Context: an optimization exercise on an open-source flow, tuned for a short achievable clock period and few clock cycles per item. The choices shown serve that exercise and are no tape-out recipe.
RTL that was checked went through simulation tests only; none was proved equivalent to the original.
Only the layout flow was run in runs 1 and 4; the RTL was not checked for function there.
In every run shown here, the design's own scripts or RTL, not TritonCTS, make the clock network.
The clock port is modelled as an ideal driver, which makes a skipped or thinned clock tree look cheaper than it is; a real chip needs a root buffer or a tree.
Power figures rest on the tool's default switching activity, not on a simulated workload.

**design/flow/standard.sh**
```bash
#!/bin/bash
# synth_recipe.tcl (not shown) runs the flow's synth.tcl, then flattens the netlist and writes it again
# the make line also repeats each setting of config.mk as NAME=value (left out here)
make -C /OpenROAD-flow-scripts/flow DESIGN_CONFIG=/design/flow/config.mk WORK_HOME=/design/flow/orfs CLKGATE_MAP_FILE= SYNTH_SCRIPT=/design/flow/synth_recipe.tcl "${@:-finish}"
```
**design/flow/design.v**
```verilog
`default_nettype none
package axi_wr_pkg;
    localparam int ADDR_W   = 32;
    localparam int DATA_W   = 32;
    localparam int STRB_W   = DATA_W / 8;
    localparam int ID_W     = 4;
    localparam int LEN_W    = 8;
    localparam int SIZE_W   = 3;
    localparam int MAX_SIZE = 2;
    localparam int PAGE_BIT = 12;
    localparam int AW_DEPTH = 2;
    localparam int D_DEPTH  = 3;
    localparam int W_DEPTH  = 3;
    localparam int B_DEPTH  = 5;
    localparam int AW_W  = ID_W + ADDR_W + LEN_W + SIZE_W + 2;
    localparam int W_W   = DATA_W + STRB_W + 1;
    localparam int B_W   = ID_W + 2;
    localparam int MEM_W = ID_W + ADDR_W + DATA_W + STRB_W + 1;
    typedef enum logic [1:0] {
        FIXED = 2'b00,
        INCR  = 2'b01,
        WRAP  = 2'b10,
        RSVD  = 2'b11
    } burst_e;
    typedef enum logic [1:0] {
        OKAY   = 2'b00,
        SLVERR = 2'b10
    } resp_e;
    typedef struct packed {
        logic [ID_W-1:0]   id;
        logic [ADDR_W-1:0] addr;
        logic [LEN_W-1:0]  len;
        logic [SIZE_W-1:0] size;
        burst_e            burst;
    } aw_cmd_t;
    typedef struct packed {
        logic [DATA_W-1:0] data;
        logic [STRB_W-1:0] strb;
        logic              last;
    } w_beat_t;
    typedef struct packed {
        logic [ID_W-1:0] id;
        resp_e           resp;
    } b_resp_t;
    typedef struct packed {
        logic [ID_W-1:0]   id;
        logic [ADDR_W-1:0] addr;
        logic              last;
        logic              serr;
    } beat_desc_t;
    localparam int DESC_W = ID_W + ADDR_W + 2;
    typedef struct packed {
        logic [ID_W-1:0]   id;
        logic [ADDR_W-1:0] addr;
        logic [DATA_W-1:0] data;
        logic [STRB_W-1:0] strb;
        logic              last;
    } mem_wr_t;
endpackage
`default_nettype wire
`timescale 1ns/1ps
`default_nettype none
module sync_fifo #(
    parameter int WIDTH = 8,
    parameter int DEPTH = 4
) (
    input  wire logic             clk,
    input  wire logic             rst_n,
    input  wire logic             push,
    input  wire logic [WIDTH-1:0] din,
    output logic                  ready,
    input  wire logic             pop,
    output logic      [WIDTH-1:0] dout,
    output logic                  nempty
);
    localparam int PW = (DEPTH > 1) ? $clog2(DEPTH) : 1;
    logic [WIDTH-1:0] mem [DEPTH];
    logic [PW-1:0]    wr_ptr;
    logic [PW-1:0]    rd_ptr;
    logic [PW-1:0]    wr_inc;
    logic [PW-1:0]    rd_inc;
    logic [DEPTH-1:0] occ;
    logic [DEPTH-1:0] occ_up;
    logic [DEPTH-1:0] occ_dn;
    logic             ready_q;
    logic             up;
    logic             dn;
    assign ready  = ready_q;
    assign nempty = occ[0];
    assign wr_inc = (DEPTH == 1 || wr_ptr == PW'(DEPTH - 1)) ? '0 : wr_ptr + 1'b1;
    assign rd_inc = (DEPTH == 1 || rd_ptr == PW'(DEPTH - 1)) ? '0 : rd_ptr + 1'b1;
    assign up     = push && !pop;
    assign dn     = pop && !push;
    generate
        if (DEPTH == 1) begin : g_one
            assign dout   = mem[0];
            assign occ_up = 1'b1;
            assign occ_dn = 1'b0;
        end else begin : g_many
            assign dout   = mem[rd_ptr];
            assign occ_up = {occ[DEPTH-2:0], 1'b1};
            assign occ_dn = {1'b0, occ[DEPTH-1:1]};
        end
    endgenerate
    always_ff @(posedge clk) begin
        for (int i = 0; i < DEPTH; i++) begin
            if (push && wr_ptr == PW'(i)) mem[i] <= din;
        end
    end
    always_ff @(posedge clk or negedge rst_n) begin
        if (!rst_n) begin
            wr_ptr  <= '0;
            rd_ptr  <= '0;
            occ     <= '0;
            ready_q <= 1'b0;
        end else begin
            if (push) wr_ptr <= wr_inc;
            if (pop)  rd_ptr <= rd_inc;
            if (up) begin
                occ     <= occ_up;
                ready_q <= !occ_up[DEPTH-1];
            end else if (dn) begin
                occ     <= occ_dn;
                ready_q <= 1'b1;
            end else begin
                ready_q <= !occ[DEPTH-1];
            end
        end
    end
endmodule
`default_nettype wire
`default_nettype none
module peek_fifo #(
    parameter int WIDTH = 8,
    parameter int DEPTH = 3
) (
    input  wire logic             clk,
    input  wire logic             rst_n,
    input  wire logic             push,
    input  wire logic [WIDTH-1:0] din,
    output logic                  ready,
    input  wire logic             pop,
    output logic      [WIDTH-1:0] head,
    output logic      [WIDTH-1:0] head2,
    output logic      [DEPTH-1:0] occ
);
    logic [WIDTH-1:0] mem [DEPTH];
    logic [DEPTH-1:0] wr_oh;
    logic [DEPTH-1:0] rd_oh;
    logic [DEPTH-1:0] rd_oh2;
    logic [DEPTH-1:0] occ_q;
    logic [DEPTH-1:0] occ_up;
    logic [DEPTH-1:0] occ_dn;
    logic             ready_q;
    logic             up;
    logic             dn;
    assign ready  = ready_q;
    assign occ    = occ_q;
    assign rd_oh2 = {rd_oh[DEPTH-2:0], rd_oh[DEPTH-1]};
    assign occ_up = {occ_q[DEPTH-2:0], 1'b1};
    assign occ_dn = {1'b0, occ_q[DEPTH-1:1]};
    assign up     = push && !pop;
    assign dn     = pop && !push;
    always_comb begin
        head  = '0;
        head2 = '0;
        for (int i = 0; i < DEPTH; i++) begin
            head  = head  | (mem[i] & {WIDTH{rd_oh[i]}});
            head2 = head2 | (mem[i] & {WIDTH{rd_oh2[i]}});
        end
    end
    always_ff @(posedge clk) begin
        for (int i = 0; i < DEPTH; i++) begin
            if (push && wr_oh[i]) mem[i] <= din;
        end
    end
    always_ff @(posedge clk or negedge rst_n) begin
        if (!rst_n) begin
            wr_oh   <= DEPTH'(1);
            rd_oh   <= DEPTH'(1);
            occ_q   <= '0;
            ready_q <= 1'b0;
        end else begin
            if (push) wr_oh <= {wr_oh[DEPTH-2:0], wr_oh[DEPTH-1]};
            if (pop)  rd_oh <= rd_oh2;
            if (up) begin
                occ_q   <= occ_up;
                ready_q <= !occ_up[DEPTH-1];
            end else if (dn) begin
                occ_q   <= occ_dn;
                ready_q <= 1'b1;
            end else begin
                ready_q <= !occ_q[DEPTH-1];
            end
        end
    end
endmodule
`default_nettype wire
`timescale 1ns/1ps
`default_nettype none
module aw_decode (
    input  wire axi_wr_pkg::aw_cmd_t            cmd,
    output logic [6:0]                          mask,
    output logic                                fixed,
    output logic                                size_err
);
    always_comb begin
        mask     = ~(7'h7f << cmd.size);
        fixed    = (cmd.burst == axi_wr_pkg::FIXED);
        size_err = (cmd.size > axi_wr_pkg::SIZE_W'(axi_wr_pkg::MAX_SIZE));
    end
endmodule
`default_nettype wire
`timescale 1ns/1ps
`default_nettype none
module burst_engine (
    input  wire logic                      clk,
    input  wire logic                      rst_n,
    input  wire axi_wr_pkg::aw_cmd_t       cmd,
    input  wire logic                      cmd_nempty,
    output logic                           cmd_pop,
    input  wire axi_wr_pkg::w_beat_t       beat,
    input  wire axi_wr_pkg::w_beat_t       beat2,
    input  wire logic [1:0]                beat_occ,
    output logic                           beat_pop,
    output axi_wr_pkg::mem_wr_t            mem,
    output logic                           mem_we,
    input  wire logic                      mem_ready,
    input  wire logic                      can_start,
    output logic                           start,
    output logic                           resp_push,
    output logic                           resp_size_err,
    output logic [axi_wr_pkg::ID_W-1:0]    resp_id
);
    localparam int PB = axi_wr_pkg::PAGE_BIT;
    localparam int AW = axi_wr_pkg::ADDR_W;
    localparam int DW = axi_wr_pkg::DESC_W;
    logic                              act_q;
    logic [axi_wr_pkg::ID_W-1:0]       id_q;
    logic [AW-1:0]                     addr_q;
    logic [axi_wr_pkg::LEN_W-1:0]      rem_q;
    logic                              rz_q;
    logic [6:0]                        mask_q;
    logic                              fixed_q;
    logic                              serr_q;
    logic [6:0]                        dec_mask;
    logic                              dec_fixed;
    logic                              dec_serr;
    axi_wr_pkg::beat_desc_t            desc_in;
    axi_wr_pkg::beat_desc_t            desc;
    axi_wr_pkg::beat_desc_t            desc2;
    logic [axi_wr_pkg::D_DEPTH-1:0]    desc_occ;
    logic                              desc_ready;
    axi_wr_pkg::mem_wr_t               mem_q;
    axi_wr_pkg::mem_wr_t               mem_cur;
    axi_wr_pkg::mem_wr_t               mem_next;
    logic                              mem_we_q;
    logic                              write;
    logic                              fire;
    logic                              fire_q;
    logic [axi_wr_pkg::ID_W-1:0]       pid_q;
    logic                              pserr_q;
    logic                              gen;
    logic                              load;
    logic [PB-1:0]                     filled;
    logic [PB-1:0]                     stepped;
    logic [7:0]                        size_bit;
    logic                              next_carry;
    logic                              load_carry;
    logic                              carry_q;
    aw_decode u_aw_decode (
        .cmd      (cmd),
        .mask     (dec_mask),
        .fixed    (dec_fixed),
        .size_err (dec_serr)
    );
    assign gen     = act_q && desc_ready;
    assign load    = cmd_nempty && can_start && (!act_q || (gen && rz_q));
    assign start   = load;
    assign cmd_pop = load;
    assign filled     = addr_q[PB-1:0] | {5'd0, mask_q};
    assign stepped    = filled + 1'b1;
    assign size_bit   = {1'b0, mask_q} ^ {mask_q, 1'b1};
    assign next_carry = (&(addr_q[PB-1:0] | {4'd0, mask_q, 1'b1})) &&
                        !(|(addr_q[7:0] & size_bit));
    assign load_carry = &(cmd.addr[PB-1:0] | {5'd0, dec_mask});
    always_ff @(posedge clk or negedge rst_n) begin
        if (!rst_n) act_q <= 1'b0;
        else if (load) act_q <= 1'b1;
        else if (gen && rz_q) act_q <= 1'b0;
    end
    always_ff @(posedge clk) begin
        if (load) begin
            id_q    <= cmd.id;
            addr_q  <= cmd.addr;
            rem_q   <= cmd.len;
            rz_q    <= (cmd.len == 8'd0);
            mask_q  <= dec_mask;
            fixed_q <= dec_fixed;
            serr_q  <= dec_serr;
            carry_q <= load_carry;
        end else if (gen) begin
            rem_q <= rem_q - 1'b1;
            rz_q  <= (rem_q == 8'd1);
            if (fixed_q) begin
                addr_q[PB-1:0] <= addr_q[PB-1:0] & ~{5'd0, mask_q};
            end else if (!carry_q) begin
                addr_q[PB-1:0] <= stepped;
                carry_q        <= next_carry;
            end
        end
    end
    always_comb begin
        desc_in.id   = id_q;
        desc_in.addr = addr_q;
        desc_in.last = rz_q;
        desc_in.serr = serr_q;
    end
    peek_fifo #(
        .WIDTH (DW),
        .DEPTH (axi_wr_pkg::D_DEPTH)
    ) u_desc_fifo (
        .clk    (clk),
        .rst_n  (rst_n),
        .push   (gen),
        .din    (desc_in),
        .ready  (desc_ready),
        .pop    (write),
        .head   (desc),
        .head2  (desc2),
        .occ    (desc_occ)
    );
    assign write    = mem_we_q && mem_ready;
    assign beat_pop = write;
    assign fire     = write && desc.last;
    assign mem           = mem_q;
    assign mem_we        = mem_we_q;
    assign resp_push     = fire_q;
    assign resp_size_err = pserr_q;
    assign resp_id       = pid_q;
    always_comb begin
        mem_cur.id    = desc.id;
        mem_cur.addr  = desc.addr;
        mem_cur.data  = beat.data;
        mem_cur.strb  = beat.strb;
        mem_cur.last  = beat.last;
        mem_next.id   = desc2.id;
        mem_next.addr = desc2.addr;
        mem_next.data = beat2.data;
        mem_next.strb = beat2.strb;
        mem_next.last = beat2.last;
    end
    always_ff @(posedge clk or negedge rst_n) begin
        if (!rst_n) begin
            mem_we_q <= 1'b0;
            fire_q   <= 1'b0;
        end else begin
            mem_we_q <= write ? (desc_occ[1] && beat_occ[1]) : (desc_occ[0] && beat_occ[0]);
            fire_q   <= fire;
        end
    end
    always_ff @(posedge clk) begin
        mem_q <= write ? mem_next : mem_cur;
        if (fire) begin
            pid_q   <= desc.id;
            pserr_q <= desc.serr;
        end
    end
endmodule
`default_nettype wire
`timescale 1ns/1ps
`default_nettype none
module wresp_gen (
    input  wire logic                        clk,
    input  wire logic                        rst_n,
    input  wire logic                        start,
    output logic                             can_start,
    input  wire logic                        push,
    input  wire logic                        size_err,
    input  wire logic [axi_wr_pkg::ID_W-1:0] id,
    output axi_wr_pkg::b_resp_t              b,
    output logic                             b_valid,
    input  wire logic                        b_ready
);
    localparam int CAP = axi_wr_pkg::B_DEPTH;
    axi_wr_pkg::b_resp_t         new_resp;
    axi_wr_pkg::b_resp_t         q_head;
    axi_wr_pkg::b_resp_t         q_head2;
    logic [axi_wr_pkg::B_DEPTH-1:0] q_occ;
    axi_wr_pkg::b_resp_t         b_q;
    logic                        b_valid_q;
    logic                        b_pop;
    logic [CAP-1:0]              out_q;
    always_comb begin
        new_resp.id   = id;
        new_resp.resp = size_err ? axi_wr_pkg::SLVERR : axi_wr_pkg::OKAY;
    end
    assign b         = b_q;
    assign b_valid   = b_valid_q;
    assign b_pop     = b_valid_q && b_ready;
    assign can_start = !out_q[CAP-1];
    peek_fifo #(
        .WIDTH (axi_wr_pkg::B_W),
        .DEPTH (axi_wr_pkg::B_DEPTH)
    ) u_b_fifo (
        .clk    (clk),
        .rst_n  (rst_n),
        .push   (push),
        .din    (new_resp),
        .ready  (),
        .pop    (b_pop),
        .head   (q_head),
        .head2  (q_head2),
        .occ    (q_occ)
    );
    always_ff @(posedge clk or negedge rst_n) begin
        if (!rst_n) begin
            b_valid_q <= 1'b0;
            out_q     <= '0;
        end else begin
            b_valid_q <= b_pop ? q_occ[1] : q_occ[0];
            case ({start, b_pop})
                2'b10:   out_q <= {out_q[CAP-2:0], 1'b1};
                2'b01:   out_q <= {1'b0, out_q[CAP-1:1]};
                default: out_q <= out_q;
            endcase
        end
    end
    always_ff @(posedge clk) begin
        b_q <= b_pop ? q_head2 : q_head;
    end
endmodule
`default_nettype wire
`timescale 1ns/1ps
`default_nettype none
module axi_wr_slave (
    input  wire logic                  clk,
    input  wire logic                  rst_n,
    input  wire axi_wr_pkg::aw_cmd_t   aw,
    input  wire logic                  aw_valid,
    output logic                       aw_ready,
    input  wire axi_wr_pkg::w_beat_t   w,
    input  wire logic                  w_valid,
    output logic                       w_ready,
    output axi_wr_pkg::b_resp_t        b,
    output logic                       b_valid,
    input  wire logic                  b_ready,
    output axi_wr_pkg::mem_wr_t        mem,
    output logic                       mem_we,
    input  wire logic                  mem_ready
);
    axi_wr_pkg::aw_cmd_t           aw_head;
    axi_wr_pkg::w_beat_t           w_head;
    axi_wr_pkg::w_beat_t           w_head2;
    logic [axi_wr_pkg::W_DEPTH-1:0] w_occ;
    logic                          aw_nempty;
    logic                          aw_pop;
    logic                          w_pop;
    logic                          can_start;
    logic                          start;
    logic                          resp_push;
    logic                          resp_size_err;
    logic [axi_wr_pkg::ID_W-1:0]   resp_id;
    sync_fifo #(
        .WIDTH (axi_wr_pkg::AW_W),
        .DEPTH (axi_wr_pkg::AW_DEPTH)
    ) u_aw_fifo (
        .clk    (clk),
        .rst_n  (rst_n),
        .push   (aw_valid && aw_ready),
        .din    (aw),
        .ready  (aw_ready),
        .pop    (aw_pop),
        .dout   (aw_head),
        .nempty (aw_nempty)
    );
    peek_fifo #(
        .WIDTH (axi_wr_pkg::W_W),
        .DEPTH (axi_wr_pkg::W_DEPTH)
    ) u_w_fifo (
        .clk    (clk),
        .rst_n  (rst_n),
        .push   (w_valid && w_ready),
        .din    (w),
        .ready  (w_ready),
        .pop    (w_pop),
        .head   (w_head),
        .head2  (w_head2),
        .occ    (w_occ)
    );
    burst_engine u_burst_engine (
        .clk           (clk),
        .rst_n         (rst_n),
        .cmd           (aw_head),
        .cmd_nempty    (aw_nempty),
        .cmd_pop       (aw_pop),
        .beat          (w_head),
        .beat2         (w_head2),
        .beat_occ      (w_occ[1:0]),
        .beat_pop      (w_pop),
        .mem           (mem),
        .mem_we        (mem_we),
        .mem_ready     (mem_ready),
        .can_start     (can_start),
        .start         (start),
        .resp_push     (resp_push),
        .resp_size_err (resp_size_err),
        .resp_id       (resp_id)
    );
    wresp_gen u_wresp_gen (
        .clk       (clk),
        .rst_n     (rst_n),
        .start     (start),
        .can_start (can_start),
        .push      (resp_push),
        .size_err  (resp_size_err),
        .id        (resp_id),
        .b         (b),
        .b_valid   (b_valid),
        .b_ready   (b_ready)
    );
endmodule
`default_nettype wire
```
**design/flow/flow/outfix.tcl**
```tcl
# For each output port: the port buffer, and the flip-flop that drives it.
proc out_pairs {} {
  set block [ord::get_db_block]
  set pairs {}
  foreach bt [$block getBTerms] {
    if {[$bt getIoType] ne "OUTPUT"} continue
    set net [$bt getNet]
    set drv ""
    foreach it [$net getITerms] { if {[$it isOutputSignal]} { set drv $it } }
    if {$drv eq ""} continue
    set buf [$drv getInst]
    set ain ""
    foreach it [$buf getITerms] { if {[$it isInputSignal]} { set ain $it } }
    if {$ain eq ""} continue
    set ff ""
    foreach it [[$ain getNet] getITerms] { if {[$it isOutputSignal]} { set ff [$it getInst] } }
    if {$ff eq "" || ![[$ff getMaster] isSequential]} continue
    lappend pairs [list $buf $ff $ain]
  }
  return $pairs
}

# Move each output flip-flop next to its port buffer, give the port buffer
# more drive, and hang the flip-flop's other loads off a buffer of their own
# so the flip-flop output sees only the port buffer and that one buffer.
proc fix_outputs {bufcell splitcell} {
  set block [ord::get_db_block]
  set db [ord::get_db]
  set bm [$db findMaster $bufcell]
  set sm [$db findMaster $splitcell]
  set n 0; set s 0
  foreach p [out_pairs] {
    lassign $p buf ff ain
    lassign [$buf getLocation] x y
    $ff setLocation $x $y
    if {$bufcell ne ""} { $buf swapMaster $bm }
    set qnet [$ain getNet]
    set others {}
    foreach it [$qnet getITerms] {
      if {[$it isInputSignal] && [$it getInst] ne $buf} { lappend others $it }
    }
    if {[llength $others] > 0} {
      # A wide internal fanout gets a strong buffer
      set m [expr {[llength $others] > 4 ? [$db findMaster sky130_fd_sc_hd__buf_12] : $sm}]
      set sb [odb::dbInst_create $block $m "outsplit_$s"]
      set sn [odb::dbNet_create $block "outsplit_net_$s"]
      $sb setLocation $x $y
      $sb setPlacementStatus PLACED
      foreach it $others { $it disconnect; $it connect $sn }
      foreach it [$sb getITerms] {
        if {[$it isInputSignal]} { $it connect $qnet }
        if {[$it isOutputSignal]} { $it connect $sn }
      }
      incr s
    }
    incr n
  }
  puts "fixed $n output flip-flops, split $s"
}
```
**design/flow/flow/nodly.tcl**
```tcl
# Keep delay cells out of port buffering and timing repair: sizing picks
# them as "larger" buffers although they are slow. Hold is met without them.
set_dont_use [get_lib_cells {sky130_fd_sc_hd__clkdlybuf4s* sky130_fd_sc_hd__dlygate* sky130_fd_sc_hd__dlymetal*}]
```
**design/flow/constraint.sdc**
```tcl
create_clock -name core_clock -period 5.5 [get_ports {clk}]
set_input_delay 1.1000 -clock core_clock [delete_from_list [all_inputs] [get_ports {clk}]]
set_output_delay 1.1000 -clock core_clock [all_outputs]
set_load 0.01 [all_outputs]
```
**design/flow/flow/run.sh**
```bash
#!/bin/bash
# Standard synthesis and layout with three changes:
# - the clock tree: the clock port feeds four first-level clock buffers,
#   each feeding a share of 24 leaf buffers placed at the centres of
#   flip-flop clusters, so every flip-flop sees two clock buffers
#   (balanced, lower insertion delay than the stock H-tree);
# - sizing may change a cell's footprint (MATCH_CELL_FOOTPRINT=0);
# - port buffering and timing repair do not use delay cells (nodly.tcl).
# Each step's full output goes to a log of its own here.
set -euo pipefail
here=$(pwd)
nd="$here/flow/nodly.tcl"
hooks=(MATCH_CELL_FOOTPRINT=0 PRE_FLOORPLAN_TCL="$nd" PRE_GLOBAL_PLACE_TCL="$nd"
       PRE_RESIZE_TCL="$nd" PRE_REPAIR_TIMING_POST_PLACE_TCL="$nd" PRE_DETAIL_PLACE_TCL="$nd"
       PRE_GLOBAL_ROUTE_TCL="$nd" PRE_DETAIL_ROUTE_TCL="$nd")
bash standard.sh synth > "$here/log_1_synth.log" 2>&1
bash standard.sh "${hooks[@]}" floorplan place > "$here/log_2_place.log" 2>&1
bash standard.sh "${hooks[@]}" PRE_CTS_TCL="$here/flow/cts_tree.tcl" cts > "$here/log_3_cts.log" 2>&1
bash standard.sh "${hooks[@]}" finish > "$here/log_4_finish.log" 2>&1
```
**design/flow/flow/cts_tree.tcl**
```tcl
# Manual two-level clock tree: the clock port feeds NROOT first-level
# buffers, each feeding its share of NLEAF leaf buffers, each leaf feeding
# a cluster of flip-flop clock pins (k-means on pin location).
proc kmeans {pts k iters} {
  # pts: list of {x y}; returns list of cluster index per point and centroids
  set n [llength $pts]
  set cents {}
  # seed: sort by x then pick evenly spaced
  set sorted [lsort -real -index 0 $pts]
  for {set i 0} {$i < $k} {incr i} { lappend cents [lindex $sorted [expr {int(($i + 0.5) * $n / $k)}]] }
  set asg [lrepeat $n 0]
  for {set it 0} {$it < $iters} {incr it} {
    set asg {}
    foreach p $pts {
      lassign $p x y
      set best 0; set bd 1e18; set ci 0
      foreach c $cents { lassign $c cx cy; set d [expr {($x-$cx)*($x-$cx)+($y-$cy)*($y-$cy)}]; if {$d < $bd} {set bd $d; set best $ci}; incr ci }
      lappend asg $best
    }
    set sx [lrepeat $k 0.0]; set sy [lrepeat $k 0.0]; set sn [lrepeat $k 0]
    foreach p $pts a $asg { lassign $p x y; lset sx $a [expr {[lindex $sx $a]+$x}]; lset sy $a [expr {[lindex $sy $a]+$y}]; lset sn $a [expr {[lindex $sn $a]+1}] }
    set nc {}
    for {set i 0} {$i < $k} {incr i} { if {[lindex $sn $i] > 0} { lappend nc [list [expr {[lindex $sx $i]/[lindex $sn $i]}] [expr {[lindex $sy $i]/[lindex $sn $i]}]] } else { lappend nc [lindex $cents $i] } }
    set cents $nc
  }
  return [list $asg $cents]
}

proc build_tree {nroot nleaf bufname} {
  set block [ord::get_db_block]
  set master [[ord::get_db] findMaster $bufname]
  set clknet [$block findNet clk]
  # sinks
  set sinks {}; set pts {}
  foreach it [$clknet getITerms] {
    set inst [$it getInst]
    if {[[$inst getMaster] isSequential] || [string match "*df*" [[$inst getMaster] getName]]} {
      lassign [$inst getLocation] x y
      lappend sinks $it; lappend pts [list $x $y]
    }
  }
  puts "sinks [llength $sinks]"
  # About 18 flip-flops per leaf buffer at most
  set nleaf [expr {max($nleaf, ([llength $sinks] + 17) / 18)}]
  puts "leaf buffers $nleaf"
  lassign [kmeans $pts $nleaf 20] asg cents
  # leaf buffers
  set leaves {}
  for {set i 0} {$i < $nleaf} {incr i} {
    set b [odb::dbInst_create $block $master "clkleaf_$i"]
    set n [odb::dbNet_create $block "clknet_leaf_$i"]
    $n setSigType CLOCK
    lassign [lindex $cents $i] cx cy
    $b setLocation [expr {int($cx)}] [expr {int($cy)}]
    $b setPlacementStatus PLACED
    [$b findITerm X] connect $n
    lappend leaves $b
  }
  foreach it $sinks a $asg { $it disconnect; $it connect [$block findNet "clknet_leaf_$a"] }
  # first level: cluster the leaves
  set lpts {}
  foreach c $cents { lappend lpts $c }
  lassign [kmeans $lpts $nroot 20] rasg rcents
  for {set r 0} {$r < $nroot} {incr r} {
    set b [odb::dbInst_create $block $master "clkroot_$r"]
    set n [odb::dbNet_create $block "clknet_root_$r"]
    $n setSigType CLOCK
    lassign [lindex $rcents $r] cx cy
    $b setLocation [expr {int($cx)}] [expr {int($cy)}]
    $b setPlacementStatus PLACED
    [$b findITerm X] connect $n
    [$b findITerm A] connect $clknet
  }
  foreach l $leaves a $rasg { [$l findITerm A] connect [$block findNet "clknet_root_$a"] }
  $clknet setSigType CLOCK
}

# Run from cts.tcl's PRE_CTS hook: build the tree here and leave
# clock_tree_synthesis with nothing to do. The rest of the CTS step
# (legalisation, timing repair, checks) runs as usual.
source [file join [file dirname [info script]] nodly.tcl]
source [file join [file dirname [info script]] outfix.tcl]
fix_outputs sky130_fd_sc_hd__buf_4 sky130_fd_sc_hd__buf_2
build_tree 4 24 sky130_fd_sc_hd__clkbuf_16
rename clock_tree_synthesis ""
proc clock_tree_synthesis {args} { puts "manual clock tree in place; clock_tree_synthesis skipped" }
```
**design/flow/config.mk**
```make
export PLATFORM = sky130hd
export DESIGN_NAME = axi_wr_slave
export DESIGN_NICKNAME = axi_wr_slave
export VERILOG_FILES = /design/flow/design.v
export SDC_FILE = /design/flow/constraint.sdc
export NUM_CORES = 4
export LEC_CHECK = 0
export ABC_CLOCK_PERIOD_IN_PS = 1800
export CAP_MARGIN = 20
export CORE_MARGIN = 2
export CORE_UTILIZATION = 55
export GPL_TIMING_DRIVEN = 1
export PLACE_DENSITY = 0.55
export SETUP_SLACK_MARGIN = 3.6
export SLEW_MARGIN = 20
```
==> results of run 1 <==
==> per-layer routing <==
metal	vias to the layer above	track usage (%)
met2	472	46.0
met5	-	0
met3	62	3.00
li1	5935	-
met1	6530	36.2
met4	0	5.17
==> state kept, by name, summed over array words and instances (netlist names), 5 cells and up <==
| register | cells |
|---|---|
| u_aw_fifo.mem | 98 |
| u_burst_engine.addr_q | 32 |
| u_burst_engine.mask_q | 7 |
| u_burst_engine.mem_q | 73 |
| u_burst_engine.rem_q | 8 |
| u_burst_engine.u_desc_fifo.mem | 114 |
| u_w_fifo.mem | 111 |
| u_wresp_gen.b_q | 5 |
| u_wresp_gen.out_q | 5 |
| u_wresp_gen.u_b_fifo.mem | 25 |
| u_wresp_gen.u_b_fifo.occ_q | 5 |
| u_wresp_gen.u_b_fifo.rd_oh | 5 |
| u_wresp_gen.u_b_fifo.wr_oh | 5 |
==> tightest hold or removal path, delay by kind of cell, from the launching register on <==
kind	cells	cell delay, ns
DFF	1	0.33
AOI/OAI and AO/OA	1	0.08
and+or+nand+nor	1	0.08
==> kinds of logic (layout without fill, tap and decap cells) <==
group | after synthesis | count (layout) | synth area share, %
flip-flops | 535 | 535 | 75.1
AND/OR/NAND/NOR | 516 | 543 | 10.7
AO/OA/AOI/OAI | 198 | 198 | 7.74
buffers and inverters | 93 | 368 | 1.85
multiplexers | 61 | 61 | 3.27
XOR/XNOR | 15 | 15 | 0.656
adder cells (fa/ha/maj) | 11 | 11 | 0.687
other | 1 | 3 | 0.0187
==> layout make-up <==
class	count	area, um^2
diodes	2	5.00
plain buffers	38	871
fillers	2421	10900
inverters	17	110
multi-input cells	829	5550
flip-flops and latches	535	15100
well taps	461	577
repair buffers	308	2500
repair inverters	5	77.6
==> cell usage in the layout (no fill, tap or decap), drive strengths merged, types with 6 or more instances in the layout <==
| master | Yosys | layout |
|---|---|---|
| a211oi | 10 | 10 |
| buf | 12 | 300 |
| dfxtp | 78 | 78 |
| nand2 | 401 | 411 |
| dfstp | 6 | 6 |
| xor2 | 8 | 8 |
| and2 | 9 | 15 |
| ha | 11 | 11 |
| mux2i | 26 | 26 |
| a21oi | 30 | 30 |
| nor2 | 37 | 37 |
| inv | 17 | 19 |
| nand2b | 10 | 11 |
| nand3 | 9 | 9 |
| a222oi | 78 | 78 |
| o22ai | 8 | 8 |
| nor3 | 8 | 8 |
| xnor2 | 7 | 7 |
| dfrtp | 43 | 43 |
| and3 | 10 | 20 |
| nor4 | 8 | 8 |
| edfxtp | 408 | 408 |
| o21ai | 23 | 23 |
| a21o | 11 | 11 |
| clkbuf | 64 | 46 |
| nor2b | 10 | 10 |
| mux2 | 35 | 35 |
| a22oi | 14 | 14 |
==> power by group through the flow <==
| stage | sequential, W | combinational (W) | clock (W) |
|---|---|---|---|
| final | 0.00535 | 0.00238 | 0.00226 |
| after global routing | 0.00540 | 0.00257 | 0.00244 |
| after CTS | 0.00542 | 0.00220 | 0.00182 |
| after detailed placement | 0.00546 | 0.00149 | 0 |
| after global placement | 0.00545 | 0.00146 | 0 |
| after floorplan | 0.00529 | 0.00118 | 0 |
==> per-stage QoR <==
| step | instance area, um^2 | utilization [%] |
|---|---|---|
| after floorplan | 20400 | - |
| after global placement | 21200 | 59.3 |
| after detailed placement | 21200 | 59.3 |
| after CTS | 24100 | 67.3 |
| after global routing | 24800 | 69.4 |
| final | 24800 | 69.4 |
==> worst min path at each step <==
stage	end	slack [ns]
3_3_place_gp	u_burst_engine.u_desc_fifo.mem[0][14]	0.44
4_1_cts	u_burst_engine.u_desc_fifo.mem[1][32]	0.46
2_1_floorplan	u_burst_engine.mem_q[36]	0.43
6_report	u_burst_engine.mem_q[4]	0.46
3_5_place_dp	u_wresp_gen.b_q[4]	0.45
5_1_grt	u_wresp_gen.b_q[3]	0.48
==> timing repair <==
item                                    in CTS  in global routing
gates resized for setup                    209                179
setup buffers                               82                 37
endpoints found under the setup margin     427                177
pin swaps                                   73                 35
gates cloned                                39                  2
==> cells in the mapped netlist, types with 6 or more instances <==
cell / number / share of area [%]
xor2_1: 8 / 0.35
a222oi_1: 78 / 3.9
mux2_2: 11 / 0.62
a22oi_1: 14 / 0.52
mux2_1: 24 / 1.3
and2_1: 9 / 0.28
and3_1: 10 / 0.31
a211oi_1: 10 / 0.37
dfstp_2: 6 / 0.79
o22ai_1: 8 / 0.25
buf_2: 8 / 0.20
dfxtp_1: 78 / 7.8
nand2_1: 401 / 7.5
mux2i_1: 26 / 1.3
nor3_1: 7 / 0.17
ha_1: 11 / 0.69
inv_1: 15 / 0.28
a21oi_1: 30 / 0.75
nor2b_1: 10 / 0.31
a21o_1: 11 / 0.41
o21ai_1: 11 / 0.27
nand2b_1: 9 / 0.28
edfxtp_1: 408 / 61
xnor2_1: 7 / 0.31
nor2_1: 37 / 0.69
clkbuf_1: 64 / 1.2
nand3_1: 9 / 0.22
nor4_1: 8 / 0.25
o21ai_0: 12 / 0.30
dfrtp_1: 43 / 5.4
==> flow_summary.yaml, run 1 <==
synth:
  syn_nets: 1533
  synth-seq-cells: 535
  ys_seq_area_share_pct: 75.1
  synth_cell_types: 56
  yosys_most_used_dff: "edfxtp_1"
  syn_inst: 1430
  synth_edf_count: 408
  syn_area_um2: 20000
  synth_area_per_cell_um2: 14.0
  yosysWarnings: 11
  synthArstFlopShare_pct: 9.16
floorplan:
  top_level_ports: 175
  rows: 69
  start_util_pct: 56.0
  core_um2: 35700
  die_w_um: 195
  die_h_um: 195
  dieArea_um2: 38000
setup_path:
  critPathLaunchType: "input port"
  r2r-start: "u_burst_engine.mem_we_q"
  cp-endpoint: "u_burst_engine.mem_q[41]"
  cpLargestDelayFamily: "simple AND/OR/NAND/NOR gates"
  cpMaxStageDelayCell: "a222oi_1"
  cp_common_cell: "nand2_8"
  path_buf_inv: 3
  critPathArrivalTime_ns: 2.33
  critical_path_peak_fanout: 8
  crit_required_ns: 5.73
  cp.depth: 8
  r2r_slack_ns: 3.48
  crit_type: "input port to flop"
  ff2ff_path_depth: 8
  crit_path_cell_trace: "buf_16, nand2_8, buf_6, nand2_8, nand2_8, buf_2, a222oi_1, nand2_1"
  endpoint_kind: "flop"
  max_stage_delay_ns: 0.32
  crit_start: "mem_ready"
  reg2reg_to: "u_burst_engine.mem_q[41]"
sta:
  tns_ns: 0
  whs_ns: 0.460
  finalHoldViolCount: 0
  fin_crit_sh_pct: 38.2
  max_freq_ghz: 0.477
  min_period_ns: 2.10
  slew_viol_final: 0
  setup_slack_ns: 3.40
  tightest_slew_ns: 1.11
  max-slew-margin-rel_pct: 25.9
  clock_skew_ns: 0.0745
  rsz0062_at_grt: "true"
  setup_viol: 0
pwr:
  power_frac_clock_pct: 22.6
  switchingPower_w: 0.00291
  ir_drop_v: 0.000364
  total_power_w: 0.00999
  powerDensity_nw_per_um2: 403
  p_int_w: 0.00708
  p_leak_nw: 9.38
  switching_share_pct: 29.2
  power_frac_seq_pct: 53.6
  power_frac_comb_pct: 23.8
cts:
  clk_pin_slew_ns: 0.10
  clock_latency_ns: 0.40
  hold_buffers: 0
detailed_routing:
  ant_nets: 0
  vias: 13000
  drt-met1-wl_um: 21000
  dr.pass1.iters: 9
  drt-total-wl_um: 51100
  top_layer: "met4"
  wl_per_cell_um: 23.3
  wl_met2_um: 25800
  first_iter_violations: 1458
  vias_per_cell: 5.92
  drc: 0
  met3_length_um: 3200
min_path:
  hp-start: "u_w_fifo.mem[2][4]"
  holdPathStages: 2
  min_path_type: "flop to flop"
global_routing:
  grt_pass1_wl_um: 76500
  grt_pass1_vias: 12600
  grt_max_degree: 45
  grt_overflow_total: 0
  track_usage_pct: 26.3
  antenna_found_initial: 2
cells_and_area:
  stdcell_count: 2195
  nNetsFinal: 1837
  area_growth_pct: 23.9
  drive_gt1_share_pct: 23.2
placed_design:
  place_ws_ns: 1.85
  port_buffers: 173
  place_inst: 1995
  gp_congestion: 0.790
  place.detailed.hpwl_um: 24000
outcome:
  status: "complete, no violations"
flow_run:
  max_cap_viol_count: 0
==> run 2, diff against run 1 <==
--- a/design/flow/design.v
+++ b/design/flow/design.v
@@ -113,19 +113,16 @@
             rd_ptr  <= '0;
             occ     <= '0;
-            ready_q <= 1'b0;
         end else begin
             if (push) wr_ptr <= wr_inc;
             if (pop)  rd_ptr <= rd_inc;
-            if (up) begin
-                occ     <= occ_up;
-                ready_q <= !occ_up[DEPTH-1];
-            end else if (dn) begin
-                occ     <= occ_dn;
-                ready_q <= 1'b1;
-            end else begin
-                ready_q <= !occ[DEPTH-1];
-            end
+            if (up)      occ <= occ_up;
+            else if (dn) occ <= occ_dn;
         end
     end
+    always_ff @(posedge clk) begin
+        if (up)      ready_q <= !occ_up[DEPTH-1];
+        else if (dn) ready_q <= 1'b1;
+        else         ready_q <= !occ[DEPTH-1];
+    end
 endmodule
 `default_nettype wire
@@ -145,8 +142,10 @@
     output logic      [DEPTH-1:0] occ
 );
+    localparam int PW = $clog2(DEPTH);
     logic [WIDTH-1:0] mem [DEPTH];
-    logic [DEPTH-1:0] wr_oh;
-    logic [DEPTH-1:0] rd_oh;
-    logic [DEPTH-1:0] rd_oh2;
+    logic [PW-1:0]    wr_ptr;
+    logic [PW-1:0]    rd_ptr;
+    logic [PW-1:0]    wr_inc;
+    logic [PW-1:0]    rd_inc;
     logic [DEPTH-1:0] occ_q;
     logic [DEPTH-1:0] occ_up;
@@ -157,42 +156,34 @@
     assign ready  = ready_q;
     assign occ    = occ_q;
-    assign rd_oh2 = {rd_oh[DEPTH-2:0], rd_oh[DEPTH-1]};
+    assign wr_inc = (wr_ptr == PW'(DEPTH - 1)) ? '0 : wr_ptr + 1'b1;
+    assign rd_inc = (rd_ptr == PW'(DEPTH - 1)) ? '0 : rd_ptr + 1'b1;
+    assign head   = mem[rd_ptr];
+    assign head2  = mem[rd_inc];
     assign occ_up = {occ_q[DEPTH-2:0], 1'b1};
     assign occ_dn = {1'b0, occ_q[DEPTH-1:1]};
     assign up     = push && !pop;
     assign dn     = pop && !push;
-    always_comb begin
-        head  = '0;
-        head2 = '0;
-        for (int i = 0; i < DEPTH; i++) begin
-            head  = head  | (mem[i] & {WIDTH{rd_oh[i]}});
-            head2 = head2 | (mem[i] & {WIDTH{rd_oh2[i]}});
-        end
-    end
     always_ff @(posedge clk) begin
         for (int i = 0; i < DEPTH; i++) begin
-            if (push && wr_oh[i]) mem[i] <= din;
+            if (push && wr_ptr == PW'(i)) mem[i] <= din;
         end
     end
     always_ff @(posedge clk or negedge rst_n) begin
         if (!rst_n) begin
-            wr_oh   <= DEPTH'(1);
-            rd_oh   <= DEPTH'(1);
+            wr_ptr  <= '0;
+            rd_ptr  <= '0;
             occ_q   <= '0;
-            ready_q <= 1'b0;
         end else begin
-            if (push) wr_oh <= {wr_oh[DEPTH-2:0], wr_oh[DEPTH-1]};
-            if (pop)  rd_oh <= rd_oh2;
-            if (up) begin
-                occ_q   <= occ_up;
-                ready_q <= !occ_up[DEPTH-1];
-            end else if (dn) begin
-                occ_q   <= occ_dn;
-                ready_q <= 1'b1;
-            end else begin
-                ready_q <= !occ_q[DEPTH-1];
-            end
+            if (push) wr_ptr <= wr_inc;
+            if (pop)  rd_ptr <= rd_inc;
+            if (up)      occ_q <= occ_up;
+            else if (dn) occ_q <= occ_dn;
         end
     end
+    always_ff @(posedge clk) begin
+        if (up)      ready_q <= !occ_up[DEPTH-1];
+        else if (dn) ready_q <= 1'b1;
+        else         ready_q <= !occ_q[DEPTH-1];
+    end
 endmodule
 `default_nettype wire
@@ -257,4 +248,7 @@
     logic                              mem_we_q;
     logic                              write;
+    logic                              pres_q;
+    logic                              we_nxt;
+    logic                              desc_pop;
     logic                              fire;
     logic                              fire_q;
@@ -326,12 +320,13 @@
         .din    (desc_in),
         .ready  (desc_ready),
-        .pop    (write),
+        .pop    (desc_pop),
         .head   (desc),
         .head2  (desc2),
         .occ    (desc_occ)
     );
-    assign write    = mem_we_q && mem_ready;
-    assign beat_pop = write;
-    assign fire     = write && desc.last;
+    assign write    = pres_q && mem_ready;
+    assign beat_pop = write && beat_occ[0];
+    assign desc_pop = write && desc_occ[0];
+    assign fire     = desc_pop && desc.last;
     assign mem           = mem_q;
     assign mem_we        = mem_we_q;
@@ -356,10 +351,12 @@
             fire_q   <= 1'b0;
         end else begin
-            mem_we_q <= write ? (desc_occ[1] && beat_occ[1]) : (desc_occ[0] && beat_occ[0]);
+            mem_we_q <= we_nxt;
             fire_q   <= fire;
         end
     end
+    assign we_nxt = write ? (desc_occ[1] && beat_occ[1]) : (desc_occ[0] && beat_occ[0]);
     always_ff @(posedge clk) begin
-        mem_q <= write ? mem_next : mem_cur;
+        pres_q <= we_nxt;
+        mem_q  <= write ? mem_next : mem_cur;
         if (fire) begin
             pid_q   <= desc.id;
@@ -390,4 +387,6 @@
     axi_wr_pkg::b_resp_t         b_q;
     logic                        b_valid_q;
+    logic                        bv_q;
+    logic                        bv_nxt;
     logic                        b_pop;
     logic [CAP-1:0]              out_q;
@@ -398,5 +397,5 @@
     assign b         = b_q;
     assign b_valid   = b_valid_q;
-    assign b_pop     = b_valid_q && b_ready;
+    assign b_pop     = bv_q && b_ready && q_occ[0];
     assign can_start = !out_q[CAP-1];
     peek_fifo #(
@@ -419,5 +418,5 @@
             out_q     <= '0;
         end else begin
-            b_valid_q <= b_pop ? q_occ[1] : q_occ[0];
+            b_valid_q <= bv_nxt;
             case ({start, b_pop})
                 2'b10:   out_q <= {out_q[CAP-2:0], 1'b1};
@@ -427,6 +426,8 @@
         end
     end
+    assign bv_nxt = b_pop ? q_occ[1] : q_occ[0];
     always_ff @(posedge clk) begin
-        b_q <= b_pop ? q_head2 : q_head;
+        bv_q <= bv_nxt;
+        b_q  <= b_pop ? q_head2 : q_head;
     end
 endmodule
--- a/design/flow/flow/cts_tree.tcl
+++ b/design/flow/flow/cts_tree.tcl
@@ -41,7 +41,4 @@
   }
   puts "sinks [llength $sinks]"
-  # About 18 flip-flops per leaf buffer at most
-  set nleaf [expr {max($nleaf, ([llength $sinks] + 17) / 18)}]
-  puts "leaf buffers $nleaf"
   lassign [kmeans $pts $nleaf 20] asg cents
   # leaf buffers
--- a/design/flow/flow/outfix.tcl
+++ b/design/flow/flow/outfix.tcl
@@ -41,7 +41,5 @@
     }
     if {[llength $others] > 0} {
-      # A wide internal fanout gets a strong buffer
-      set m [expr {[llength $others] > 4 ? [$db findMaster sky130_fd_sc_hd__buf_12] : $sm}]
-      set sb [odb::dbInst_create $block $m "outsplit_$s"]
+      set sb [odb::dbInst_create $block $sm "outsplit_$s"]
       set sn [odb::dbNet_create $block "outsplit_net_$s"]
       $sb setLocation $x $y
==> run 2 against run 1 <==
  * Still clean on timing, DRC and antenna
  * Sequential power grew 25%
  * Die area grew 4.3%
  * Sequential share of layout area shrank 5.2 points
  * Fmax grew 4.5%
  * Core utilization grew 1.9 points
  * Worst setup slack gained 0.090 ns
  * First-iteration DRC count shrank 20%
  * Wire length grew 11%
  * Global-route usage grew 0.89 points
  * Critical path depth shrank 7
  * Largest cell class unchanged
  * Largest power group is now combinational cells
==> flow_summary.yaml, run 2 <==
synth:
  synth_top_family_by_area: "compound AO/OA/AOI/OAI gates"
  syn_inst: 1490
  synth_fa_ha_area_share_pct: 1.73
  synth.area.mux_share_pct: 2.94
  ys_seq_area_share_pct: 71.1
  synth_xor_area_share_pct: 0.712
  synth_area_per_cell_um2: 14.0
  synth_largest_area_cell: "edfxtp_1"
  syn_nets: 1611
  synth_edf_count: 408
  yosys_most_used_dff: "edfxtp_1"
  netlist_top_cells_count: "edfxtp_1, nand2_1, o21ai_0"
  synth_top_area_share_pct: 58.6
  synth-compound-area-share_pct: 16.0
  synth-seq-cells: 529
  yosys-top-cells-area: "edfxtp_1, dfxtp_1, dfrtp_1, a22o_1, a22oi_1"
  yosysMostFrequentCell: "edfxtp_1"
  yosysWarnings: 11
  synthArstFlopShare_pct: 7.18
  syn_area_um2: 20900
  synth_cell_types: 59
  synth-simple-area-share_pct: 5.19
flow_run:
  max_cap_viol_count: 0
setup_path:
  ff2ff_path_depth: 5
  path_buf_inv: 1
  critPathLaunchType: "flop"
  cpLargestDelayFamily: "flip-flops"
  r2r-start: "u_burst_engine.addr_q[5]"
  crit_type: "flop to primary output"
  critical_path_peak_fanout: 1
  max_stage_delay_ns: 0.39
  critPathArrivalTime_ns: 0.91
  cpMaxStageDelayCell: "dfrtp_1"
  endpoint_kind: "primary output"
  reg2reg_to: "u_burst_engine.addr_q[9]"
  crit_required_ns: 4.40
  crit_path_cell_trace: "buf_6"
  r2r_slack_ns: 3.59
placed_design:
  place.detailed.hpwl_um: 26400
  port_buffers: 173
  place_ws_ns: 2.40
  gp_congestion: 0.784
  placed_area_um2: 22100
cells_and_area:
  mostFrequentLayoutCells: "edfxtp_1, buf_1, buf_6"
  seq_area_um2: 15000
  nNetsFinal: 1944
  drive_gt1_share_pct: 30.5
  regMostFlops: "u_burst_engine.u_desc_fifo.mem"
  stdcell_area_um2: 26800
  multi_input_area_um2: 6820
  top_regs: "u_burst_engine.u_desc_fifo.mem: 114 flops, u_w_fifo.mem: 111 flops, u_aw_fifo.mem: 98 flops"
  largest_reg_flops: 114
  fillers: 2490
  final_common_cell: "edfxtp_1"
  area_growth_pct: 28.2
detailed_routing:
  ant_nets: 0
  wl_per_cell_um: 24.2
  drc: 0
  drt-total-wl_um: 56500
  vias: 14200
  first_iter_violations: 1169
  vias_per_cell: 6.08
  dr.pass1.iters: 5
floorplan:
  start_util_pct: 55.7
  core_um2: 37600
  dieArea_um2: 39600
  top_level_ports: 175
  die_h_um: 199
  die_w_um: 199
  rows: 71
min_path:
  min_path_type: "flop to flop"
  holdPathStages: 0
  hp-start: "u_burst_engine.addr_q[15]"
  hold_path_end: "u_burst_engine.u_desc_fifo.mem[1][17]"
cts:
  clock_latency_ns: 0.39
  clk_pin_slew_ns: 0.10
  hold_buffers: 0
global_routing:
  track_usage_pct: 27.2
  grt_overflow_total: 0
  antenna_found_initial: 3
  grt_pass1_vias: 13800
  grt_pass1_wl_um: 81500
  grt_max_degree: 58
pwr:
  power_frac_seq_pct: 41.3
  ir_drop_v: 0.000401
  power_frac_clock_pct: 12.6
  switching_share_pct: 38.0
  switchingPower_w: 0.00614
  powerDensity_nw_per_um2: 603
  p_leak_nw: 9.45
  p_int_w: 0.0100
  power_frac_comb_pct: 46.2
  total_power_w: 0.0162
outcome:
  status: "complete, no violations"
sta:
  setup_viol: 0
  rsz0062_at_grt: "true"
  max_freq_ghz: 0.498
  finalHoldViolCount: 0
  clock_skew_ns: 0.0958
  tightest_slew_ns: 0.849
  whs_ns: 0.441
  min_period_ns: 2.01
  slew_viol_final: 0
  tns_ns: 0
  fin_crit_sh_pct: 36.5
  max-slew-margin-rel_pct: 42.9
  setup_slack_ns: 3.49
-- run 2: cell count changes after synthesis, sizes merged, moves of 8 or more --
cell    change
a22oi      +71
a211oi     +64
a22o       +73
buf        +13
nand2     -280
a21oi      +74
o21ai      +98
and3        -8
a222oi     -77
ha         +18
inv        +11
-- run 2: stage by stage --
| step | cells | utilization [%] |
|---|---|---|
| floorplan | 1490 | - |
| global placement | 2101 | 58.9 |
| detailed placement | 2101 | 58.9 |
| CTS | 2278 | 69.1 |
| global route | 2332 | 71.3 |
| finish | 2334 | 71.3 |
-- run 2: cells by family (layout without fill, tap and decap cells) --
logic type	after synthesis	in the layout
DFF	529	529
AOI/OAI and AO/OA	502	502
and+or+nand+nor	234	249
buffers and inverters	120	436
muxes	58	58
adders and majority gates	29	29
xor gates and xnor gates	17	17
other	1	3
-- run 2: worst max path at each step --
stage / start / to / cells after the start
6_report: u_burst_engine.mem_we_q / mem_we / 1
5_1_grt: u_burst_engine.mem_we_q / mem_we / 1
4_1_cts: mem_ready / u_burst_engine.mem_q[42] / 6
3_5_place_dp: aw_valid / u_aw_fifo.mem[0][42] / 4
3_3_place_gp: aw_valid / u_aw_fifo.mem[0][42] / 4
2_1_floorplan: w_valid / u_w_fifo.mem[1][0] / 2
-- run 2: power by group through the flow --
stage	Sequential [W]	Clock (W)	Combinational, W
after floorplan	0.00658	0	0.00328
after CTS	0.00671	0.00160	0.00668
after detailed placement	0.00670	0	0.00459
final	0.00667	0.00203	0.00746
after global placement	0.00667	0	0.00448
after global routing	0.00678	0.00219	0.00798
-- run 2: layout make-up --
cell class	count	share of cell area (%)
diodes	2	0.0187
plain buffers	30	2.65
inverters	29	0.453
multi-input cells	856	25.5
flip-flops and latches	529	55.8
well taps	511	2.39
repair buffers	377	13.2
-- run 2: per-layer routing --
layer	vias up	wire length [um]	track usage (%)	share of wire, %
met5	-	26	0	0.046
met4	4	1750	7.35	3.1
met3	115	3430	3.42	6.1
met2	496	28500	47.9	50
met1	7153	22800	35.8	40
li1	6431	-	-	-
-- run 2: repair_timing --
action,CTS,global route
buffers inserted,96,52
cloned,51,2
setup endpoints to repair,572,286
gates resized for setup,354,191
pin swaps,26,11
Testbench counts of run 2, summed over its fixed seeds: cycles 14,376, beats 13,386.
==> run 3, diff against run 2 <==
--- a/design/flow/flow/cts_tree.tcl
+++ b/design/flow/flow/cts_tree.tcl
@@ -41,4 +41,7 @@
   }
   puts "sinks [llength $sinks]"
+  # About 18 flip-flops per leaf buffer at most
+  set nleaf [expr {max($nleaf, ([llength $sinks] + 17) / 18)}]
+  puts "leaf buffers $nleaf"
   lassign [kmeans $pts $nleaf 20] asg cents
   # leaf buffers
--- a/design/flow/flow/outfix.tcl
+++ b/design/flow/flow/outfix.tcl
@@ -41,5 +41,7 @@
     }
     if {[llength $others] > 0} {
-      set sb [odb::dbInst_create $block $sm "outsplit_$s"]
+      # A wide internal fanout gets a strong buffer
+      set m [expr {[llength $others] > 4 ? [$db findMaster sky130_fd_sc_hd__buf_12] : $sm}]
+      set sb [odb::dbInst_create $block $m "outsplit_$s"]
       set sn [odb::dbNet_create $block "outsplit_net_$s"]
       $sb setLocation $x $y
==> run 3 against run 2 <==
  * Core utilization increased by 0.24 points
  * Worst hold slack improved by 0.023 ns
  * Die area unchanged
  * Largest power group unchanged
  * Combinational power shrank 2%
  * First-iteration DRC count decreased by 10%
  * Register-to-register slack worse by 0.04 ns
  * Clock skew fell by 0.058 ns
  * Still clean
  * Via count is 0.63% lower
  * Wire length fell by 0.65%
  * Worst setup slack better by 0.034 ns
  * Sequential share of layout area fell by 0.19 points
  * Sequential cell count unchanged
==> flow_summary.yaml, run 3 <==
outcome:
  status: "complete, no violations"
synth:
  yosys-top-cells-area: "edfxtp_1, dfxtp_1, dfrtp_1, a22o_1, a22oi_1"
  synth_top_area_share_pct: 58.6
  syn_nets: 1611
  synth_largest_area_cell: "edfxtp_1"
  ys_seq_area_share_pct: 71.1
  yosys_most_used_dff: "edfxtp_1"
  syn_inst: 1490
  synth-seq-cells: 529
  synthArstFlopShare_pct: 7.18
  synth_edf_count: 408
  synth_area_per_cell_um2: 14.0
  yosysMostFrequentCell: "edfxtp_1"
  yosysWarnings: 11
  netlist_top_cells_count: "edfxtp_1, nand2_1, o21ai_0"
  syn_area_um2: 20900
  synth_cell_types: 59
setup_path:
  endpoint_kind: "primary output"
  critical_path_peak_fanout: 1
  crit_start: "u_burst_engine.mem_we_q"
  cp.depth: 1
  crit_path_cell_trace: "buf_6"
  crit_required_ns: 4.40
  reg2reg_to: "u_burst_engine.addr_q[9]"
  ff2ff_path_depth: 5
  path_buf_inv: 1
  r2r_slack_ns: 3.55
  r2r-start: "u_burst_engine.addr_q[5]"
  critPathLaunchType: "flop"
  critPathArrivalTime_ns: 0.87
  cpLargestDelayFamily: "flip-flops"
  cpMaxStageDelayCell: "dfrtp_1"
  max_stage_delay_ns: 0.39
  crit_type: "flop to primary output"
  cp-endpoint: "mem_we"
sta:
  whs_ns: 0.464
  setup_viol: 0
  fin_crit_sh_pct: 35.9
  tns_ns: 0
  min_period_ns: 1.97
  tightest_slew_ns: 0.852
  rsz0062_at_grt: "true"
  max_freq_ghz: 0.506
  setup_slack_ns: 3.53
  max-slew-margin-rel_pct: 42.7
  slew_viol_final: 0
  clock_skew_ns: 0.0382
  finalHoldViolCount: 0
global_routing:
  grt_pass1_vias: 13900
  track_usage_pct: 27.4
  grt_overflow_total: 0
  grt_max_degree: 40
  antenna_found_initial: 2
  grt_pass1_wl_um: 82100
cells_and_area:
  drive_gt1_share_pct: 31.2
  top_regs: "u_burst_engine.u_desc_fifo.mem: 114 flops, u_w_fifo.mem: 111 flops, u_aw_fifo.mem: 98 flops"
  largest_reg_flops: 114
  final_common_cell: "edfxtp_1"
  area_growth_pct: 28.6
  fillers: 2456
  multi_input_area_um2: 6800
  regMostFlops: "u_burst_engine.u_desc_fifo.mem"
  seq_area_um2: 15000
  mostFrequentLayoutCells: "edfxtp_1, buf_1, nand2_1, buf_6, o21ai_0"
  nNetsFinal: 1929
floorplan:
  start_util_pct: 55.7
  dieArea_um2: 39600
  die_h_um: 199
  core_um2: 37600
  rows: 71
  top_level_ports: 175
  die_w_um: 199
placed_design:
  gp_congestion: 0.784
  place.detailed.hpwl_um: 26400
  port_buffers: 173
  place_ws_ns: 2.40
detailed_routing:
  dr.pass1.iters: 5
  drt-total-wl_um: 56100
  ant_nets: 0
  vias_per_cell: 6.08
  wl_per_cell_um: 24.2
  vias: 14100
  first_iter_violations: 1052
  drc: 0
cts:
  clk_pin_slew_ns: 0.09
  hold_buffers: 0
  clock_latency_ns: 0.37
pwr:
  ir_drop_v: 0.000395
  powerDensity_nw_per_um2: 607
  p_leak_nw: 9.50
flow_run:
  max_cap_viol_count: 0
min_path:
  min_path_type: "flop to flop"
==> run 3: cell types whose count changed in the layout (fill, tap and decap cells not counted), moves of 3 or more <==
cell / before / now
buf_12: 18 / 22
nand2_8: 11 / 8
clkbuf_16: 51 / 57
buf_6: 117 / 114
buf_1: 134 / 120
o21ai_0: 104 / 101
==> run 3: cells by family (layout without fill, tap and decap cells) <==
logic type	Yosys count	after routing	share of synthesized area, %
flip-flops	529	529	71.1
AND/OR/NAND/NOR	234	245	5.19
adder cells (fa/ha/maj)	29	29	1.73
buffers and inverters	120	425	2.32
AO/OA/AOI/OAI	502	502	16.0
other	1	4	0.0179
XOR/XNOR	17	17	0.712
multiplexers	58	58	2.94
==> run 3: cell type report <==
cell class,instances,area share [%]
Sequential cell,529,55.6
Multi-Input combinational cell,852,25.3
Timing Repair Buffer,360,13.0
Buffer,36,3.20
Tap cell,511,2.38
Inverter,29,0.479
Antenna cell,3,0.0279
==> run 3: worst min-delay path by stage <==
stage	to	depth (start not counted)	from
after floorplan	u_burst_engine.u_desc_fifo.mem[0][0]	0	u_burst_engine.serr_q
after global placement	u_burst_engine.u_desc_fifo.mem[1][32]	0	u_burst_engine.addr_q[30]
after detailed placement	u_burst_engine.u_desc_fifo.mem[2][28]	0	u_burst_engine.addr_q[26]
after CTS	u_burst_engine.u_desc_fifo.mem[2][28]	0	u_burst_engine.addr_q[26]
after global routing	u_burst_engine.u_desc_fifo.mem[1][28]	0	u_burst_engine.addr_q[26]
final	u_burst_engine.u_desc_fifo.mem[1][20]	0	u_burst_engine.addr_q[18]
==> run 3: timing repair <==
item                       4_1_cts  5_1_grt
pin swaps                       29        8
gates cloned                    47        2
setup endpoints to repair      572      253
resized for setup              365      183
buffers inserted               101       30
==> run 3: worst register-to-register path: stages, from the launching register on <==
cell and delay [ns]:
edfxtp_1 0.43, o22ai_2 0.11, or4_4 0.55, or3_4 0.36, xor2_2 0.16, o22ai_2 0.09
==> run 3: power breakdown <==
part / switching, W / internal [W]
combinational: 0.00419 / 0.00315
clock: 0.00116 / 0.00110
sequential: 0.000784 / 0.00595
==> run 3: per-stage QoR <==
| stage | cell area (um^2) | cells | total power [W] | util [%] |
|---|---|---|---|---|
| floorplan | 21100 | 1490 | 0.00986 | - |
| global placement | 22100 | 2101 | 0.0111 | 58.9 |
| detailed placement | 22100 | 2101 | 0.0113 | 58.9 |
| CTS | 26200 | 2285 | 0.0153 | 69.7 |
| global route | 26900 | 2317 | 0.0171 | 71.5 |
| finish | 26900 | 2320 | 0.0163 | 71.6 |
==> run 3: layer usage <==
| layer | part of all wire (%) | vias to the layer above | wire length [um] | global-route usage (%) |
|---|---|---|---|---|
| met4 | 3.3 | 2 | 1840 | 8.18 |
| met1 | 40 | 7060 | 22700 | 36.2 |
| met2 | 50 | 534 | 27900 | 47.9 |
| li1 | - | 6397 | - | - |
| met3 | 6.5 | 117 | 3670 | 3.09 |
| met5 | 0.023 | - | 13 | 0 |
==> run 4, diff against run 3 <==
--- a/design/flow/design.v
+++ b/design/flow/design.v
@@ -274,5 +274,9 @@
     assign cmd_pop = load;
     assign filled     = addr_q[PB-1:0] | {5'd0, mask_q};
-    assign stepped    = filled + 1'b1;
+    always_comb begin
+        for (int i = 0; i < PB; i++) begin
+            stepped[i] = filled[i] ^ (&(filled | ~PB'((1 << i) - 1)));
+        end
+    end
     assign size_bit   = {1'b0, mask_q} ^ {mask_q, 1'b1};
     assign next_carry = (&(addr_q[PB-1:0] | {4'd0, mask_q, 1'b1})) &&
--- a/design/flow/flow/cts_tree.tcl
+++ b/design/flow/flow/cts_tree.tcl
@@ -27,4 +27,39 @@
 }
 
+# Capacity-limited k-means: no cluster gets more than cap points.
+proc balanced_kmeans {pts k iters cap} {
+  lassign [kmeans $pts $k $iters] asg cents
+  set n [llength $pts]
+  for {set it 0} {$it < $iters} {incr it} {
+    set pairs {}
+    set i 0
+    foreach p $pts {
+      lassign $p x y
+      set ci 0
+      foreach c $cents {
+        lassign $c cx cy
+        lappend pairs [list [expr {abs($x-$cx)+abs($y-$cy)}] $i $ci]
+        incr ci
+      }
+      incr i
+    }
+    set pairs [lsort -real -index 0 $pairs]
+    set asg [lrepeat $n -1]
+    set cnt [lrepeat $k 0]
+    foreach pr $pairs {
+      lassign $pr d i ci
+      if {[lindex $asg $i] >= 0 || [lindex $cnt $ci] >= $cap} continue
+      lset asg $i $ci
+      lset cnt $ci [expr {[lindex $cnt $ci] + 1}]
+    }
+    set sx [lrepeat $k 0.0]; set sy [lrepeat $k 0.0]; set sn [lrepeat $k 0]
+    foreach p $pts a $asg { lassign $p x y; lset sx $a [expr {[lindex $sx $a]+$x}]; lset sy $a [expr {[lindex $sy $a]+$y}]; lset sn $a [expr {[lindex $sn $a]+1}] }
+    set nc {}
+    for {set c 0} {$c < $k} {incr c} { if {[lindex $sn $c] > 0} { lappend nc [list [expr {[lindex $sx $c]/[lindex $sn $c]}] [expr {[lindex $sy $c]/[lindex $sn $c]}]] } else { lappend nc [lindex $cents $c] } }
+    set cents $nc
+  }
+  return [list $asg $cents]
+}
+
 proc build_tree {nroot nleaf bufname} {
   set block [ord::get_db_block]
@@ -44,5 +79,6 @@
   set nleaf [expr {max($nleaf, ([llength $sinks] + 17) / 18)}]
   puts "leaf buffers $nleaf"
-  lassign [kmeans $pts $nleaf 20] asg cents
+  set cap [expr {([llength $sinks] + $nleaf - 1) / $nleaf + 1}]
+  lassign [balanced_kmeans $pts $nleaf 8 $cap] asg cents
   # leaf buffers
   set leaves {}
@@ -61,5 +97,6 @@
   set lpts {}
   foreach c $cents { lappend lpts $c }
-  lassign [kmeans $lpts $nroot 20] rasg rcents
+  set rcap [expr {($nleaf + $nroot - 1) / $nroot}]
+  lassign [balanced_kmeans $lpts $nroot 8 $rcap] rasg rcents
   for {set r 0} {$r < $nroot} {incr r} {
     set b [odb::dbInst_create $block $master "clkroot_$r"]
@@ -82,5 +119,5 @@
 source [file join [file dirname [info script]] outfix.tcl]
 fix_outputs sky130_fd_sc_hd__buf_4 sky130_fd_sc_hd__buf_2
-build_tree 4 24 sky130_fd_sc_hd__clkbuf_16
+build_tree 4 32 sky130_fd_sc_hd__clkbuf_16
 rename clock_tree_synthesis ""
 proc clock_tree_synthesis {args} { puts "manual clock tree in place; clock_tree_synthesis skipped" }
==> run 4 against run 3 <==
  * Die area fell by 1.2%
  * Power fell by 3.3%
  * Register-to-register slack improved by 0.09 ns
  * Sequential cell count did not move
  * Critical path type unchanged
  * Highest routed layer is now met4
==> flow_summary.yaml, run 4 <==
outcome:
  status: "complete, no violations"
setup_path:
  crit_type: "flop to primary output"
  ff2ff_path_depth: 6
  critPathArrivalTime_ns: 0.87
  reg2reg_to: "u_burst_engine.pid_q[1]"
  path_buf_inv: 1
  cpMaxStageDelayCell: "dfrtp_1"
  cpLargestDelayFamily: "flip-flops"
  endpoint_kind: "primary output"
  crit_required_ns: 4.40
  r2r-start: "u_burst_engine.u_desc_fifo.rd_ptr[1]"
  crit_path_cell_trace: "buf_6"
  critPathLaunchType: "flop"
  max_stage_delay_ns: 0.39
  critical_path_peak_fanout: 1
  r2r_slack_ns: 3.64
detailed_routing:
  first_iter_violations: 956
  dr.pass1.iters: 5
  vias: 13300
  vias_per_cell: 6.05
  wl_per_cell_um: 23.1
  ant_nets: 0
  drc: 0
  drt-total-wl_um: 50900
placed_design:
  gp_congestion: 0.782
  place_ws_ns: 2.25
  port_buffers: 173
  place.detailed.hpwl_um: 25300
  placed_area_um2: 21800
synth:
  yosys-top-cells-area: "edfxtp_1, dfxtp_1, dfrtp_1, a22oi_1, a22o_1"
  synth_largest_area_cell: "edfxtp_1"
  yosysMostFrequentCell: "edfxtp_1"
  netlist_top_cells_count: "edfxtp_1, nand2_1, o21ai_0"
  syn_area_um2: 20700
  yosysWarnings: 11
  syn_inst: 1461
  synth_cell_types: 57
  synth_top_area_share_pct: 59.3
  syn_nets: 1581
  ys_seq_area_share_pct: 71.9
  synth_edf_count: 408
  synth-seq-cells: 529
  synthArstFlopShare_pct: 7.18
  synth_area_per_cell_um2: 14.1
  yosys_most_used_dff: "edfxtp_1"
sta:
  max_freq_ghz: 0.506
  fin_crit_sh_pct: 35.9
  max-slew-margin-rel_pct: 54.0
  rsz0062_at_grt: "true"
  setup_viol: 0
  slew_viol_final: 0
  setup_slack_ns: 3.53
  tightest_slew_ns: 0.690
  min_period_ns: 1.97
  clock_skew_ns: 0.0377
  finalHoldViolCount: 0
  tns_ns: 0
cts:
  clock_latency_ns: 0.36
  clk_pin_slew_ns: 0.08
floorplan:
  rows: 70
  top_level_ports: 175
  die_w_um: 198
  core_um2: 36800
  die_h_um: 198
  dieArea_um2: 39100
  start_util_pct: 56.2
global_routing:
  grt_overflow_total: 0
  grt_pass1_vias: 13100
  track_usage_pct: 24.8
  grt_pass1_wl_um: 74700
  antenna_found_initial: 0
  grt_max_degree: 75
cells_and_area:
  drive_gt1_share_pct: 31.0
  regMostFlops: "u_burst_engine.u_desc_fifo.mem"
  multi_input_area_um2: 6670
  final_common_cell: "edfxtp_1"
  mostFrequentLayoutCells: "edfxtp_1, nand2_1, buf_6"
  diodes: 0
  nNetsFinal: 1860
  fillers: 2407
  largest_reg_flops: 114
  seq_area_um2: 15000
  top_regs: "u_burst_engine.u_desc_fifo.mem: 114 flops, u_w_fifo.mem: 111 flops, u_aw_fifo.mem: 98 flops"
  area_growth_pct: 26.6
  stdcell_area_um2: 26200
pwr:
  ir_drop_v: 0.000343
  powerDensity_nw_per_um2: 603
  p_leak_nw: 9.21
min_path:
  hp-start: "u_burst_engine.addr_q[29]"
  hold_path_end: "u_burst_engine.u_desc_fifo.mem[1][31]"
  holdPathStages: 0
  min_path_type: "flop to flop"
flow_run:
  max_cap_viol_count: 0
-- run 4: cell types whose count changed after synthesis, moves of 7 or more --
cell | before | now
clkbuf_1 | 65 | 49
buf_2 | 4 | 17
nand2_1 | 121 | 133
nand3_1 | 11 | 19
o211ai_1 | 0 | 8
o21ai_0 | 121 | 113
mux2i_1 | 30 | 23
nor2_1 | 37 | 30
-- run 4: area by class of cell --
cell class / instances / share of cell area [%]
flip-flops and latches: 529 / 57.2
multi-input cells: 831 / 25.5
repair buffers: 309 / 11.1
plain buffers: 38 / 3.48
well taps: 468 / 2.24
inverters: 31 / 0.473
-- run 4: metal layers --
metal | up-vias | global-route usage, % | wire length (um)
li1 | 6203 | - | -
met1 | 6666 | 34.0 | 21800
met2 | 418 | 43.8 | 25700
met3 | 62 | 2.38 | 2550
met4 | 0 | 4.48 | 841
met5 | - | 0 | 0
-- run 4: power breakdown --
part,switching (W),internal [W],leakage [nW]
logic,0.00388,0.00288,3.82
clock network,0.00116,0.00116,0.444
registers,0.000803,0.00591,4.95
-- run 4: what timing repair did --
action | in CTS | in global routing
hold endpoints to repair | 0 | 0
buffers inserted | 67 | 32
resized for setup | 350 | 182
hold buffers | 0 | 0
gates cloned | 36 | 1
pin swaps | 35 | 9
endpoints found under the setup margin | 518 | 235
-- run 4: worst max path at each step --
stage	startpoint	end	slack, ns	cells past startpoint
detailed placement	w_valid	u_w_fifo.mem[1][8]	2.25	4
floorplan	w_valid	u_w_fifo.mem[1][0]	2.89	2
global placement	w_valid	u_w_fifo.mem[1][11]	2.30	4
CTS	b_ready	u_wresp_gen.b_q[4]	3.36	8
global route	u_wresp_gen.b_valid_q	b_valid	3.48	1
finish	u_wresp_gen.b_valid_q	b_valid	3.53	1
-- run 4: stage by stage --
step	util (%)	power (W)	hold slack, ns	cells
after global routing	71.1	0.0166	0.486	2206
after CTS	69.3	0.0149	0.456	2173
final	71.1	0.0158	0.466	2206
after floorplan	-	0.00963	0.440	1461
after global placement	59.4	0.0109	0.445	2032
after detailed placement	59.4	0.0110	0.456	2032
-- run 4: kinds of logic (layout without fill, tap and decap cells) --
family | count (synthesis) | after routing | synth area share [%]
AOI/OAI and AO/OA | 496 | 496 | 16.1
xor gates and xnor gates | 8 | 8 | 0.339
adders and majority gates | 28 | 28 | 1.70
buffers and inverters | 119 | 378 | 2.28
DFF | 529 | 529 | 71.9
muxes | 51 | 51 | 2.64
other | 1 | 1 | 0.0181
and+or+nand+nor | 229 | 247 | 4.97

[separate check: timing with driven ports]
In the flow no input, the clock included, has a driving cell. The finished layouts below were timed again as built, in two steps. Step 1: set_driving_cell puts a clkbuf_16 on clk and a buf_2 on each other input, an assumption about the parent block. Step 2, shift: input delay + t, output delay - t, t = (earliest + latest rising clock arrival at the registers) / 2. This alone moves slack from input paths to output paths. a / b / c = ideal ports / drivers / drivers and shift; a / b = the first two.
run	shift t [ns]	slack for setup (ns)	worst setup path at the end	pins driven straight from the clock port
run 1	0.489	3.402 / 3.382 / 2.946	input to register	4
run 2	0.462	3.492 / 3.385 / 3.248	input to register	4
run 3	0.474	3.525 / 3.400 / 3.291	input to register	4
run 4	0.461	3.525 / 3.412 / 3.286	input to register	4
After both steps every run listed still meets setup and hold. The setup slack of run 1, which loses most, moves by -0.020 ns with the drivers and by -0.456 ns with both steps.
